From an optimization exercise on the open Yosys and OpenROAD flow, aimed at small area; shortcuts taken in it are not production practice. Function was checked by simulation only, so behaviour that the tests miss may differ from the original. The clock port is modelled as an ideal driver; clocking choices that lean on that would not hold on a real chip. No activity file was given, so power comes from the tool's default toggle rates.

v20:
## cgra_row_top
module cgra_row_top (
    input  logic       clk,
    input  logic       rst,
    input  logic       init_en,
    input  logic       run,
    input  logic [4:0] init_sel,
    input  cgra_types_pkg::cfg_word_t  pe_config,
    input  cgra_types_pkg::row_edge_t  n_in,
    input  cgra_types_pkg::row_edge_t  s_in,
    output cgra_types_pkg::row_edge_t  n_out,
    output cgra_types_pkg::row_edge_t  s_out,
    input  logic       host_we,
    input  cgra_types_pkg::addr_t      host_addr,
    input  cgra_types_pkg::word_t      host_wdata
);
    logic        ls_rd, ls_wr;
    logic [7:0]  ls_addr, ls_raddr;
    logic [31:0] ls_wdata, bank_rdata;
    pe_row pe_row_i (
        .clk        (clk),
        .rst        (rst),
        .init_en    (init_en),
        .run        (run),
        .init_sel   (init_sel),
        .pe_config  (pe_config),
        .n_in       (n_in),
        .s_in       (s_in),
        .n_out      (n_out),
        .s_out      (s_out),
        .ls_rd      (ls_rd),
        .ls_wr      (ls_wr),
        .ls_addr    (ls_addr),
        .ls_wdata   (ls_wdata),
        .ls_raddr   (ls_raddr),
        .bank_rdata (bank_rdata)
    );
    cbg_bank cbg_bank_i (
  ...
Size: roughly 30,000 cells after synthesis, roughly 590 I/O pins, about 330,000 um2 of cells after synthesis.
==> flow/config.mk <==
export PLATFORM = sky130hd
export DESIGN_NAME = cgra_row_top
export DESIGN_NICKNAME = cgra_row_top
export VERILOG_FILES = /design/flow/design.v
export SDC_FILE = /design/flow/constraint.sdc
export NUM_CORES = 8
export LEC_CHECK = 0
export CAP_MARGIN = 30
export CELL_PAD_IN_SITES_DETAIL_PLACEMENT = 1
export CELL_PAD_IN_SITES_GLOBAL_PLACEMENT = 1
export CORE_MARGIN = 2
export CORE_UTILIZATION = 46
export PLACE_DENSITY = 0.62
export SLEW_MARGIN = 25
export SYNTH_HIERARCHICAL = 1
export SYNTH_MEMORY_MAX_BITS = 8192
==> flow/constraint.sdc <==
create_clock -name core_clock -period 13.0 [get_ports {clk}]
set_input_delay 2.6000 -clock core_clock [delete_from_list [all_inputs] [get_ports {clk}]]
set_output_delay 2.6000 -clock core_clock [all_outputs]
set_load 0.01 [all_outputs]
standard.sh (not shown) runs the stock make flow with config.mk's settings and CLKGATE_MAP_FILE= SYNTH_SCRIPT=/design/flow/synth_recipe.tcl, a recipe that flattens the netlist after the stock synthesis.
==> flow/flow/run.sh <==
#!/bin/bash
# Layout flow: the standard flow (standard.sh), with two changes:
#  - clock tree synthesis without dummy loads, in clusters of clkbuf_16 whose
#    size and diameter are picked per layout: after placement, cts_probe.tcl
#    tries each candidate below on the placed design, and the one with the
#    smallest clock-tree area whose estimated flip-flop clock-pin slew stays
#    under PROBE_MAX_PS is used
#  - port buffers of the smallest buffer cell
# Logs: flow_place.log and flow_rest.log (make's output), cts_probe_*.log
# (one per probe) and cts_probe_summary.log; each ORFS step also keeps its
# own log under orfs/logs/.
set -euo pipefail
export BUFFER_PORTS_ARGS="-buffer_cell sky130_fd_sc_hd__buf_1"
bash standard.sh place > flow_place.log 2>&1

PLATFORM_DIR="$FLOW_HOME/platforms/$FLOW_PLATFORM"
export PROBE_RESULTS="$PWD/orfs/results/$FLOW_PLATFORM/cgra_row_top/base"
export PROBE_TECH_LEF="$PLATFORM_DIR/lef/sky130_fd_sc_hd.tlef"
export PROBE_SC_LEF="$PLATFORM_DIR/lef/sky130_fd_sc_hd_merged.lef"
export PROBE_LIB="$PLATFORM_DIR/lib/sky130_fd_sc_hd__tt_025C_1v80.lib"
export PROBE_PLATFORM_DIR="$PLATFORM_DIR"
PROBE_MAX_PS=115
BASE="-sink_clustering_enable -repair_clock_nets -dont_use_dummy_load -buf_list sky130_fd_sc_hd__clkbuf_16"
BEST=""; BEST_AREA=""; LOW=""; LOW_SLEW=""
for C in 40:80 45:90 35:70 40:70 30:70 30:60 25:50; do
  S=${C%:*}; D=${C#*:}
  ARGS="$BASE -sink_clustering_size $S -sink_clustering_max_diameter $D"
  LOG="cts_probe_${S}_${D}.log"
  PROBE_CTS_ARGS="$ARGS" openroad -threads "$NUM_CORES" -exit flow/cts_probe.tcl > "$LOG" 2>&1 || continue
  LINE=$(grep '^PROBE' "$LOG" || true)
  [[ -n "$LINE" ]] || continue
  AREA=$(echo "$LINE" | awk '{print $3}')
  SLEW=$(echo "$LINE" | awk '{print $5}')
  echo "size $S diameter $D: area $AREA slew_ps $SLEW" >> cts_probe_summary.log
  if [[ -z "$LOW" ]] || awk -v a="$SLEW" -v b="$LOW_SLEW" 'BEGIN { exit !(a < b) }'; then
    LOW="$ARGS"; LOW_SLEW="$SLEW"
  fi
  if awk -v s="$SLEW" -v m="$PROBE_MAX_PS" 'BEGIN { exit !(s <= m) }'; then
    if [[ -z "$BEST" ]] || awk -v a="$AREA" -v b="$BEST_AREA" 'BEGIN { exit !(a < b) }'; then
      BEST="$ARGS"; BEST_AREA="$AREA"
    fi
  fi
done
# none under the limit: the one with the lowest slew; none at all: a tight default
export CTS_ARGS="${BEST:-${LOW:-$BASE -sink_clustering_size 25 -sink_clustering_max_diameter 50}}"
echo "chosen: $CTS_ARGS" >> cts_probe_summary.log
bash standard.sh > flow_rest.log 2>&1
Other scripts of this flow, unchanged in this note and not shown: flow/flow/cts_probe.tcl
v20: full flow OK, the timing, design-rule and antenna checks passed
[inputs] v8 vs v20
# v20
export LEC_CHECK = 0
export CAP_MARGIN = 30
export CELL_PAD_IN_SITES_DETAIL_PLACEMENT = 1
export CELL_PAD_IN_SITES_GLOBAL_PLACEMENT = 1
export CORE_MARGIN = 2
export CORE_UTILIZATION = 46
export PLACE_DENSITY = 0.62
export SLEW_MARGIN = 25
export SYNTH_HIERARCHICAL = 1
export SYNTH_MEMORY_MAX_BITS = 8192
create_clock -name core_clock -period 13.0 [get_ports {clk}]
# v8
export LEC_CHECK = 0
export CAP_MARGIN = 30
export CELL_PAD_IN_SITES_DETAIL_PLACEMENT = 1
export CELL_PAD_IN_SITES_GLOBAL_PLACEMENT = 1
export CORE_MARGIN = 2
export CORE_UTILIZATION = 52
export PLACE_DENSITY = 0.68
export SLEW_MARGIN = 25
export SYNTH_HIERARCHICAL = 1
export SYNTH_MEMORY_MAX_BITS = 8192
create_clock -name core_clock -period 13.0 [get_ports {clk}]
==> comparison <==
- In the tables for v8 and v20, mean number of vias per cell reads lower with v20.
- Taking v20 as 1.0, v8 lands at 0.808 on largest fanout on the critical path.
- Internal power, v8 and v20: larger value in v8
- Per the comparison of v8 with v20, design area fell by about 0.5%; ratio of cells with drive above 1 in the final layout fell by 0.26 points.

what the ideal ports hide:
The flow's constraints put no driver on any port. The routed layouts listed below were extracted and timed again, unchanged, in two steps. Step 1: set_driving_cell puts a clkbuf_16 on clk and a buf_2 on each other input, an assumption about the parent block. Step 2 adds t to the input delays and takes it off the output delays; t is the mean of the earliest and latest rising clock arrival at the registers after step 1. Input paths then give back, and output paths get back, about the clock's delay inside the block. a / b / c = ideal ports / drivers / drivers and shift; a / b = the first two.
run | shift t [ns] | setup WS [ns] | hold WS [ns] | slew at the worst register clock pin (ns) | worst slew at a driven data input, ns
v20 | 1.288 | 2.013 / 2.157 / 0.870 | 0.444 / 0.444 / 0.444 | 0.12 / 0.12 | 0.18
v8 | 1.261 | 2.007 / 2.126 / 0.864 | 0.443 / 0.443 / 0.443 | 0.11 / 0.11 | 0.21
After both steps every run listed still meets setup and hold.
